Source: an optimization exercise on an open RTL-to-GDS flow (aim: small area, a short achievable clock period and few clock cycles). Production flows keep margins and buffers that such runs may drop. Function was checked by simulation only, so behaviour that the tests miss may differ from the original. Power is estimated from default activity; no workload was simulated.

$ cat flow/run.sh
#!/bin/bash
# synth_recipe.tcl (not shown) runs the flow's synth.tcl, then flattens the netlist and writes it again
# the make line also repeats each setting of config.mk as NAME=value (left out here)
make -C /OpenROAD-flow-scripts/flow DESIGN_CONFIG=/design/flow/config.mk WORK_HOME=/design/flow/orfs CLKGATE_MAP_FILE= SYNTH_SCRIPT=/design/flow/synth_recipe.tcl finish
$ cat flow/config.mk
export PLATFORM = sky130hd
export DESIGN_NAME = md5_byte_stream_digest
export DESIGN_NICKNAME = md5_byte_stream_digest
export VERILOG_FILES = /design/flow/design.v
export SDC_FILE = /design/flow/constraint.sdc
export NUM_CORES = 4
export LEC_CHECK = 0
export CAP_MARGIN = 20
export CORE_MARGIN = 2
export CORE_UTILIZATION = 40
export CTS_BUF_LIST = sky130_fd_sc_hd__clkbuf_8
export PLACE_DENSITY = 0.7
export SETUP_SLACK_MARGIN = 5
export SLEW_MARGIN = 20
export SYNTH_HIERARCHICAL = 1
export TNS_END_PERCENT = 20
$ cat flow/constraint.sdc
create_clock -name core_clock -period 10.0 [get_ports {clk}]
set_input_delay 2.0000 -clock core_clock [delete_from_list [all_inputs] [get_ports {clk}]]
set_output_delay 2.0000 -clock core_clock [all_outputs]
set_load 0.01 [all_outputs]
$ cat flow/design.v
package md5_pkg;
  localparam logic [31:0] INIT_A = 32'h67452301;
  localparam logic [31:0] INIT_B = 32'hefcdab89;
  localparam logic [31:0] INIT_C = 32'h98badcfe;
  localparam logic [31:0] INIT_D = 32'h10325476;
  localparam logic [7:0]  PAD_MARK = 8'h80;
  localparam logic KIND_DATA = 1'b0;
  localparam logic KIND_FINISH = 1'b1;
  typedef enum logic [1:0] {
    C_IDLE,
    C_LOAD,
    C_RUN,
    C_FOLD
  } cst_t;
endpackage
module md5_blkbuf (
  input  logic        clk,
  input  logic        we,
  input  logic [5:0]  waddr,
  input  logic [7:0]  wdata,
  input  logic        copy,
  input  logic [3:0]  raddr,
  output logic [31:0] rdata,
  output logic [31:0] in_word0
);
  logic [511:0] ibank;
  logic [511:0] cbank;
  always_ff @(posedge clk) begin
    for (int i = 0; i < 64; i++) begin
      if (we && waddr == 6'(i)) begin
        ibank[8*i +: 8] <= wdata;
      end
    end
    if (copy) begin
      cbank <= ibank;
    end
  end
  assign rdata = cbank[32*raddr +: 32];
  assign in_word0 = ibank[31:0];
endmodule
module md5_pfx32 (
  input  logic [31:0] gi,
  input  logic [31:0] pi,
  output logic [31:0] y
);
  logic [31:0] g [6];
  logic [31:0] p [6];
  always_comb begin
    g[0] = gi;
    p[0] = pi;
    for (int l = 0; l < 5; l++) begin
      for (int i = 0; i < 32; i++) begin
        if (((i >> l) & 1) == 1) begin
          g[l+1][i] = g[l][i] | (p[l][i] & g[l][((i >> l) << l) - 1]);
          p[l+1][i] = p[l][i] & p[l][((i >> l) << l) - 1];
        end else begin
          g[l+1][i] = g[l][i];
          p[l+1][i] = p[l][i];
        end
      end
    end
    y[0] = p[0][0];
    for (int i = 1; i < 32; i++) begin
      y[i] = p[0][i] ^ g[5][i-1];
    end
  end
endmodule
module md5_add3 (
  input  logic [31:0] a,
  input  logic [31:0] b,
  input  logic [31:0] c,
  output logic [31:0] y
);
  logic [31:0] s, k;
  assign s = a ^ b ^ c;
  assign k = {(a[30:0] & b[30:0]) | (a[30:0] & c[30:0]) | (b[30:0] & c[30:0]), 1'b0};
  md5_add32 u_add (.a(s), .b(k), .y(y));
endmodule
module md5_add32 (
  input  logic [31:0] a,
  input  logic [31:0] b,
  output logic [31:0] y
);
  md5_pfx32 u_pfx (.gi(a & b), .pi(a ^ b), .y(y));
endmodule
module md5_round (
  input  logic [31:0] wb,
  input  logic [31:0] px1,
  input  logic [31:0] px0,
  input  logic [31:0] tq,
  input  logic [3:0]  ry,
  input  logic [4:0]  rx,
  output logic [31:0] new_b
);
  logic [31:0] ps, sum, rot1, rot;
  assign ps = (wb & px1) | (~wb & px0);
  md5_pfx32 u_add_sum (.gi(tq & ~ps), .pi(ps), .y(sum));
  always_comb begin
    rot1 = '0;
    for (int i = 0; i < 4; i++) begin
      if (ry[i]) begin
        rot1 = rot1 | ((sum << i) | (sum >> (32 - i)));
      end
    end
    rot = '0;
    for (int i = 0; i < 5; i++) begin
      if (rx[i]) begin
        rot = rot | ((rot1 << (4 * i + 4)) | (rot1 >> (28 - 4 * i)));
      end
    end
  end
  md5_add32 u_add_b (.a(wb), .b(rot), .y(new_b));
endmodule
import md5_pkg::*;
module md5_byte_stream_digest (
  input  logic        clk,
  input  logic        rst,
  input  logic        msg_valid,
  output logic        msg_ready,
  input  logic        msg_kind,
  input  logic [7:0]  msg_data_byte,
  output logic        digest_valid,
  input  logic        digest_ready,
  output logic [31:0] digest_word_a,
  output logic [31:0] digest_word_b,
  output logic [31:0] digest_word_c,
  output logic [31:0] digest_word_d
);
  logic        ibusy;           
  logic        cont;            
  logic [5:0]  off;             
  logic        i_first;         
  logic        i_padb;          
  logic [54:0] i_hi;            
  logic        acc;
  logic        blk_end;
  logic        copy;
  assign msg_ready = !ibusy;
  assign acc = msg_valid && !ibusy;
  assign blk_end = acc && (msg_kind == KIND_FINISH || off == 6'd63);
  always_ff @(posedge clk) begin
    if (rst) begin
      ibusy <= 1'b0;
      cont <= 1'b0;
      off <= 6'd0;
    end else if (copy) begin
      ibusy <= 1'b0;
      off <= 6'd0;
    end else if (acc) begin
      if (blk_end) begin
        ibusy <= 1'b1;
        cont <= (msg_kind == KIND_DATA);
      end else begin
        off <= off + 6'd1;
      end
    end
  end
  always_ff @(posedge clk) begin
    if (acc) begin
      if (off == 6'd0) begin
        if (cont) begin
          i_hi <= i_first ? 55'd1 : i_hi + 55'd1;
        end
        i_first <= !cont;
      end
      i_padb <= (msg_kind == KIND_FINISH);
    end
  end
  md5_pkg::cst_t cst;
  logic        ph2;             
  logic [5:0]  rnd;
  logic        out_valid;
  logic [31:0] wb, wc, wd;      
  logic [31:0] tq;              
  logic [31:0] wq;              
  logic [31:0] px1, px0;        
  logic [3:0]  ry;              
  logic [4:0]  rx;              
  logic [31:0] s0, s1, s2, s3;  
  logic        c_first;         
  logic        c_padb;
  logic [5:0]  c_fill;
  logic        c_first_blk, c_spill, c_final;
  logic        go;
  logic        shift;
  logic [31:0] fbase, fo;
  assign c_first_blk = c_first && !ph2;
  assign c_spill = c_padb && (c_fill[5:3] == 3'd7) && !ph2;
  assign c_final = c_padb && !c_spill;
  assign go = !(c_first_blk && out_valid && !digest_ready);
  assign copy = ibusy && (cst == C_IDLE || (cst == C_FOLD && !c_spill));
  logic [3:0]  rd_g;
  logic [5:0]  rd_r;
  logic [31:0] raw, wsel, raw0, w0;
  logic [63:0] bit_len;
  logic        lenw;
  assign rd_r = rnd + 6'd2;
  always_comb begin
    if (cst == C_LOAD) begin
      rd_g = go ? 4'd1 : 4'd0;
    end else begin
      case (rd_r[5:4])
        2'd0:    rd_g = rd_r[3:0];
        2'd1:    rd_g = rd_r[3:0] * 4'd5 + 4'd1;
        2'd2:    rd_g = rd_r[3:0] * 4'd3 + 4'd5;
        default: rd_g = rd_r[3:0] * 4'd7;
      endcase
    end
  end
  md5_blkbuf u_buf (
    .clk      (clk),
    .we       (acc),
    .waddr    (off),
    .wdata    (msg_kind == KIND_FINISH ? PAD_MARK : msg_data_byte),
    .copy     (copy),
    .raddr    (rd_g),
    .rdata    (raw),
    .in_word0 (raw0)
  );
  assign bit_len = {c_first ? 55'd0 : i_hi, c_fill, 3'b000};
  assign lenw = c_padb && (ph2 || c_fill[5:3] != 3'd7);
  always_comb begin
    for (int i = 0; i < 4; i++) begin
      if (!ph2 && (!c_padb || {rd_g, 2'(i)} <= c_fill)) begin
        wsel[8*i +: 8] = raw[8*i +: 8];
      end else begin
        wsel[8*i +: 8] = 8'h00;
      end
      if (!i_padb || 6'(i) <= off) begin
        w0[8*i +: 8] = raw0[8*i +: 8];
      end else begin
        w0[8*i +: 8] = 8'h00;
      end
    end
    if (lenw && rd_g == 4'd14) begin
      wsel = bit_len[31:0];
    end else if (lenw && rd_g == 4'd15) begin
      wsel = bit_len[63:32];
    end
  end
  logic [5:0]  nidx, nidx_n;
  logic [31:0] k_const;
  always_comb begin
    if (cst == C_LOAD && go) begin
      nidx_n = 6'd1;
    end else if (cst == C_RUN && rnd != 6'd63) begin
      nidx_n = rnd + 6'd2;
    end else begin
      nidx_n = 6'd0;
    end
  end
  always_comb begin
    case (nidx)
      6'd0:  k_const = 32'hd76aa478;  6'd1:  k_const = 32'he8c7b756;
      6'd2:  k_const = 32'h242070db;  6'd3:  k_const = 32'hc1bdceee;
      6'd4:  k_const = 32'hf57c0faf;  6'd5:  k_const = 32'h4787c62a;
      6'd6:  k_const = 32'ha8304613;  6'd7:  k_const = 32'hfd469501;
      6'd8:  k_const = 32'h698098d8;  6'd9:  k_const = 32'h8b44f7af;
      6'd10: k_const = 32'hffff5bb1;  6'd11: k_const = 32'h895cd7be;
      6'd12: k_const = 32'h6b901122;  6'd13: k_const = 32'hfd987193;
      6'd14: k_const = 32'ha679438e;  6'd15: k_const = 32'h49b40821;
      6'd16: k_const = 32'hf61e2562;  6'd17: k_const = 32'hc040b340;
      6'd18: k_const = 32'h265e5a51;  6'd19: k_const = 32'he9b6c7aa;
      6'd20: k_const = 32'hd62f105d;  6'd21: k_const = 32'h02441453;
      6'd22: k_const = 32'hd8a1e681;  6'd23: k_const = 32'he7d3fbc8;
      6'd24: k_const = 32'h21e1cde6;  6'd25: k_const = 32'hc33707d6;
      6'd26: k_const = 32'hf4d50d87;  6'd27: k_const = 32'h455a14ed;
      6'd28: k_const = 32'ha9e3e905;  6'd29: k_const = 32'hfcefa3f8;
      6'd30: k_const = 32'h676f02d9;  6'd31: k_const = 32'h8d2a4c8a;
      6'd32: k_const = 32'hfffa3942;  6'd33: k_const = 32'h8771f681;
      6'd34: k_const = 32'h6d9d6122;  6'd35: k_const = 32'hfde5380c;
      6'd36: k_const = 32'ha4beea44;  6'd37: k_const = 32'h4bdecfa9;
      6'd38: k_const = 32'hf6bb4b60;  6'd39: k_const = 32'hbebfbc70;
      6'd40: k_const = 32'h289b7ec6;  6'd41: k_const = 32'heaa127fa;
      6'd42: k_const = 32'hd4ef3085;  6'd43: k_const = 32'h04881d05;
      6'd44: k_const = 32'hd9d4d039;  6'd45: k_const = 32'he6db99e5;
      6'd46: k_const = 32'h1fa27cf8;  6'd47: k_const = 32'hc4ac5665;
      6'd48: k_const = 32'hf4292244;  6'd49: k_const = 32'h432aff97;
      6'd50: k_const = 32'hab9423a7;  6'd51: k_const = 32'hfc93a039;
      6'd52: k_const = 32'h655b59c3;  6'd53: k_const = 32'h8f0ccc92;
      6'd54: k_const = 32'hffeff47d;  6'd55: k_const = 32'h85845dd1;
      6'd56: k_const = 32'h6fa87e4f;  6'd57: k_const = 32'hfe2ce6e0;
      6'd58: k_const = 32'ha3014314;  6'd59: k_const = 32'h4e0811a1;
      6'd60: k_const = 32'hf7537e82;  6'd61: k_const = 32'hbd3af235;
      6'd62: k_const = 32'h2ad7d2bb;  default: k_const = 32'heb86d391;
    endcase
  end
  logic [4:0] rot_n;
  always_comb begin
    case ({nidx[5:4], nidx[1:0]})
      4'd0:    rot_n = 5'd7;
      4'd1:    rot_n = 5'd12;
      4'd2:    rot_n = 5'd17;
      4'd3:    rot_n = 5'd22;
      4'd4:    rot_n = 5'd5;
      4'd5:    rot_n = 5'd9;
      4'd6:    rot_n = 5'd14;
      4'd7:    rot_n = 5'd20;
      4'd8:    rot_n = 5'd4;
      4'd9:    rot_n = 5'd11;
      4'd10:   rot_n = 5'd16;
      4'd11:   rot_n = 5'd23;
      4'd12:   rot_n = 5'd6;
      4'd13:   rot_n = 5'd10;
      4'd14:   rot_n = 5'd15;
      default: rot_n = 5'd21;
    endcase
  end
  logic [31:0] new_b, xa, xt;
  md5_round u_round (
    .wb    (wb),
    .px1   (px1),
    .px0   (px0),
    .tq    (tq),
    .ry    (ry),
    .rx    (rx),
    .new_b (new_b)
  );
  assign xa = c_first_blk ? INIT_A : s3;
  logic [31:0] wc_n, wd_n, fx1_n, fx0_n;
  assign wc_n = (cst == C_LOAD) ? (c_first_blk ? INIT_C : s1) : wb;
  assign wd_n = (cst == C_LOAD) ? (c_first_blk ? INIT_D : s2) : wc;
  always_comb begin
    case (nidx[5:4])
      2'd0: begin   
        fx1_n = wc_n;
        fx0_n = wd_n;
      end
      2'd1: begin   
        fx1_n = wc_n | wd_n;
        fx0_n = wc_n & ~wd_n;
      end
      2'd2: begin   
        fx1_n = ~(wc_n ^ wd_n);
        fx0_n = wc_n ^ wd_n;
      end
      default: begin   
        fx1_n = ~wc_n;
        fx0_n = ~(wc_n ^ wd_n);
      end
    endcase
  end
  assign xt = (cst == C_RUN) ? wd : xa;
  logic [31:0] t_n;
  md5_add3 u_add_t (.a(xt), .b(k_const), .c(wq), .y(t_n));
  assign shift = (cst == C_RUN && rnd >= 6'd61) || cst == C_FOLD;
  always_comb begin
    if (!c_first_blk) begin
      fbase = s3;
    end else if (cst == C_FOLD) begin
      fbase = INIT_B;
    end else if (rnd == 6'd61) begin
      fbase = INIT_A;
    end else if (rnd == 6'd62) begin
      fbase = INIT_D;
    end else begin
      fbase = INIT_C;
    end
  end
  md5_add32 u_add_fold (.a(fbase), .b(wb), .y(fo));
  always_ff @(posedge clk) begin
    if (shift) begin
      s3 <= s2;
      s2 <= s1;
      s1 <= s0;
      s0 <= fo;
    end
  end
  always_ff @(posedge clk) begin
    if (cst == C_IDLE) begin
      wq <= w0;
    end else if (cst == C_FOLD) begin
      wq <= c_spill ? 32'd0 : w0;
    end else begin
      wq <= wsel;
    end
    tq <= t_n;
    ry <= 4'd1 << rot_n[1:0];
    rx <= 5'd1 << (rot_n[4:2] - 3'd1);
    px1 <= fx1_n ^ t_n;
    px0 <= fx0_n ^ t_n;
    wc <= wc_n;
    wd <= wd_n;
    if (cst == C_LOAD) begin
      wb <= c_first_blk ? INIT_B : s0;
    end else begin
      wb <= new_b;
    end
    if (copy) begin
      c_first <= i_first;
      c_padb <= i_padb;
      c_fill <= off;
    end
  end
  always_ff @(posedge clk) begin
    if (rst) begin
      nidx <= 6'd0;
    end else begin
      nidx <= nidx_n;
    end
  end
  always_ff @(posedge clk) begin
    if (rst) begin
      cst <= C_IDLE;
      ph2 <= 1'b0;
      rnd <= 6'd0;
      out_valid <= 1'b0;
    end else begin
      if (out_valid && digest_ready) begin
        out_valid <= 1'b0;
      end
      unique case (cst)
        C_IDLE: begin
          if (ibusy) begin
            cst <= C_LOAD;
          end
        end
        C_LOAD: begin
          rnd <= 6'd0;
          if (go) begin
            cst <= C_RUN;
          end
        end
        C_RUN: begin
          rnd <= rnd + 6'd1;
          if (rnd == 6'd63) begin
            cst <= C_FOLD;
          end
        end
        default: begin
          ph2 <= c_spill;
          if (c_final) begin
            out_valid <= 1'b1;
          end
          if (c_spill || ibusy) begin
            cst <= C_LOAD;
          end else begin
            cst <= C_IDLE;
          end
        end
      endcase
    end
  end
  assign digest_valid = out_valid;
  assign digest_word_a = s3;
  assign digest_word_b = s0;
  assign digest_word_c = s1;
  assign digest_word_d = s2;
endmodule
==> results.json <==
{
  "antenna_found_initial": 5,
  "htree_num_levels": 4,
  "layout_worst_path_cycle_share": 0.548,
  "finalSetupTns_ns": 0,
  "outcome": "complete, no violations",
  "cp_slowest_stage_delay_ns": 0.37,
  "worstSkewPairLatency_ns": 0.96,
  "clock-sinks": 1473,
  "drt-initial-drc-count": 4654,
  "hold_path_class": "reg2reg",
  "crit_type": "reg2reg",
  "fin_util": 0.460,
  "dp.cells": 6883,
  "relSlewSlack": 0.181,
  "power.density_mw_per_mm2": 351,
  "vias": 40900,
  "crit_buf_inv": 2,
  "path_delay_family": "compound AO/OA/AOI/OAI gates",
  "clockBufferDepth": 3,
  "portBuffers": 142,
  "grt_use_total": 0.203,
  "p_leak_nw": 25.2,
  "synth_area_mm2": 0.0649,
  "initial_utilization": 0.404,
  "die_w_um": 407,
  "num_io_pins": 143,
  "hold_viol": 0,
  "drt-pass1-iter-count": 11,
  "crit_fanout": 5,
  "grt_max_degree": 185,
  "wirelength_mm": 170,
  "setup_viol": 0,
  "syn2layout_area_growth_pct": 14.0,
  "grt_pass1_wl_mm": 252,
  "ant_nets": 0,
  "dieArea_mm2": 0.165,
  "grt_pass1_vias": 40100,
  "finalCriticalPeriod_ns": 5.48,
  "row_count": 147,
  "end_kind": "flop",
  "wl_per_cell_um": 23.2,
  "cts_tree": "yes",
  "place_area_mm2": 0.0683,
  "cap_violations": 0,
  "final_area_mm2": 0.0740,
  "finClkSkew_ns": 0.0612,
  "core_area_mm2": 0.161,
  "rsz0062_at_grt": "yes",
  "die_h_um": 407,
  "clockRootBuffer": "clkbuf_8",
  "irDropWorstVdd_uv": 282,
  "avgSynthCellArea_um2": 13.5,
  "synthCells": 4803,
  "cp-start-kind": "flop",
  "ys_warn_count": 12,
  "path_clk_slew_ns": 0.07,
  "drc": 0,
  "tightestPinTransition_ns": 1.23,
  "drive_above_1_share": 0.156,
  "worstPathArrival_ns": 6.26,
  "grt_overflow_total": 0,
  "cts_buffers": 217,
  "slowest_stage": "dfxtp_4",
  "fmax_mhz": 182,
  "place_hpwl_mm": 114,
  "viasPerCell": 5.58,
  "final_cells": 7341,
  "final_max_slew_viol_count": 0,
  "critical_path_required_ns": 10.78,
  "gp_congestion": 0.946,
  "power_mw": 26.0,
  "nNetsFinal": 5257,
  "synth_nets": 5072
}
[worst register-to-register path, stage by stage (launching register included)]
cell and delay [ns]:
dfxtp_4 0.37, mux2_4 0.32, ha_4 0.16, o211ai_1 0.25
a211oi_2 0.11, buf_4 0.17, o2111ai_4 0.20, o211ai_4 0.17
a31oi_4 0.24, nor2b_2 0.07, a31o_1 0.24, xor2_1 0.21
a22oi_2 0.24, nand2_2 0.14, a222oi_1 0.32, nand2_1 0.19
ha_4 0.30, o211ai_1 0.11, buf_4 0.17, a211oi_4 0.28
o2111ai_2 0.16, o211ai_4 0.18, nand3_2 0.15, o211ai_2 0.20
a31oi_1 0.13, xnor2_1 0.13, nor2_1 0.08, a21oi_1 0.05
[registers in the layout (all words and copies together), names as in the netlist, 6 cells and up]
register and cells:
tq 31, u_buf.ibank 512, wb 32, i_hi 55
s2 32, s1 32, c_fill 6, u_buf.cbank 512
px0 32, rnd 6, wc 32, s3 32
px1 32, off 6, nidx 6, s0 32
wd 32, wq 32
[where the power goes]
group / internal (mW) / switching, mW
clock network: 2.58 / 2.37
logic: 5.41 / 7.34
registers: 7.70 / 0.560
total: 15.7 / 10.3
[cell usage in the layout (no fill, tap or decap), drive strengths merged, types with 12 or more instances in the layout]
| cell | n |
|---|---|
| fa | 33 |
| clkbuf | 248 |
| inv | 235 |
| o211ai | 44 |
| o21ai | 238 |
| nor2 | 425 |
| xor2 | 78 |
| nand2 | 409 |
| clkdlybuf4s50 | 142 |
| clkinv | 85 |
| or2 | 15 |
| a22oi | 184 |
| a211oi | 30 |
| ha | 223 |
| o31ai | 14 |
| edfxtp | 1217 |
| nand3 | 78 |
| xnor2 | 159 |
| nor3 | 36 |
| nor2b | 33 |
| a31oi | 55 |
| mux2 | 35 |
| o22ai | 12 |
| a221oi | 37 |
| nand2b | 41 |
| a222oi | 38 |
| dfxtp | 256 |
| a21o | 22 |
| nand4 | 26 |
| or3 | 26 |
| buf | 99 |
| and2 | 15 |
| o2bb2ai | 26 |
| and3 | 45 |
| o21bai | 12 |
| a311oi | 12 |
| mux4 | 130 |
| a21oi | 245 |
[final timing paths]
kind                         startpoint                    endpoint  slack (ns)  cells after the start
max                       wb[1]$_DFF_P_              wb[31]$_DFF_P_        4.52                     27
min          u_buf.ibank[199]$_DFFE_PP_  u_buf.cbank[199]$_DFFE_PP_        0.41                      0
max reg2reg               wb[1]$_DFF_P_              wb[31]$_DFF_P_        4.52                     27
min reg2reg  u_buf.ibank[199]$_DFFE_PP_  u_buf.cbank[199]$_DFFE_PP_        0.41                      0
[through the flow]
step                hold slack (ns)  setup slack (ns)
floorplan                     0.400              4.82
global placement              0.400              3.64
detailed placement            0.405              3.56
CTS                           0.387              4.55
global route                  0.403              4.24
finish                        0.408              4.52
[final cells by class]
class                           instances  area, µm²
Fill cell                           14100      86800
Clock buffer                          248       3410
Antenna cell                            2       5.00
Sequential cell                      1473      41700
Inverter                              178        688
Tap cell                             2160       2700
Clock inverter                        162       1100
Multi-Input combinational cell       2877      22000
Timing Repair Buffer                  241       2280
[per-layer routing]
layer  track usage  wire (µm)
met4        0.0781       6580
met5             0         12
met2         0.328      80200
met3        0.0377      12600
met1         0.272      71100
[repair_timing]
item | in CTS | in global routing
pin swaps | 52 | 52
endpoints found under the setup margin | 138 | 129
hold buffers | 0 | 0
gates resized for setup | 114 | 57
setup buffers | 30 | 14
Testbench counts, summed over its fixed seeds: cycles 31,417.

==> afterwards: timing with drivers on the ports <==
How much do the figures lean on ideal ports? The routed layout below was timed once more, with nothing changed but the port constraints.
Step 1, drivers: a clkbuf_16 drives clk and a buf_2 each remaining input, both assumed.
Step 2, shift: input delay + t, output delay - t, t = (earliest + latest rising clock arrival at the registers) / 2. This alone moves slack from input paths to output paths.
Three values: ideal, step 1, step 2; two values: the first two.
t, ns: 0.999
setup WS [ns]: 4.517 / 4.517 / 4.272
latest minus earliest clock arrival (ns): 0.063 / 0.063
worst register clock-pin slew, ns: 0.07 / 0.07
pins driven straight from the clock port: 1
After both steps setup and hold are still met in this run. For this run, drivers alone change the setup slack by 0.000 ns; drivers and shift together by -0.245 ns.
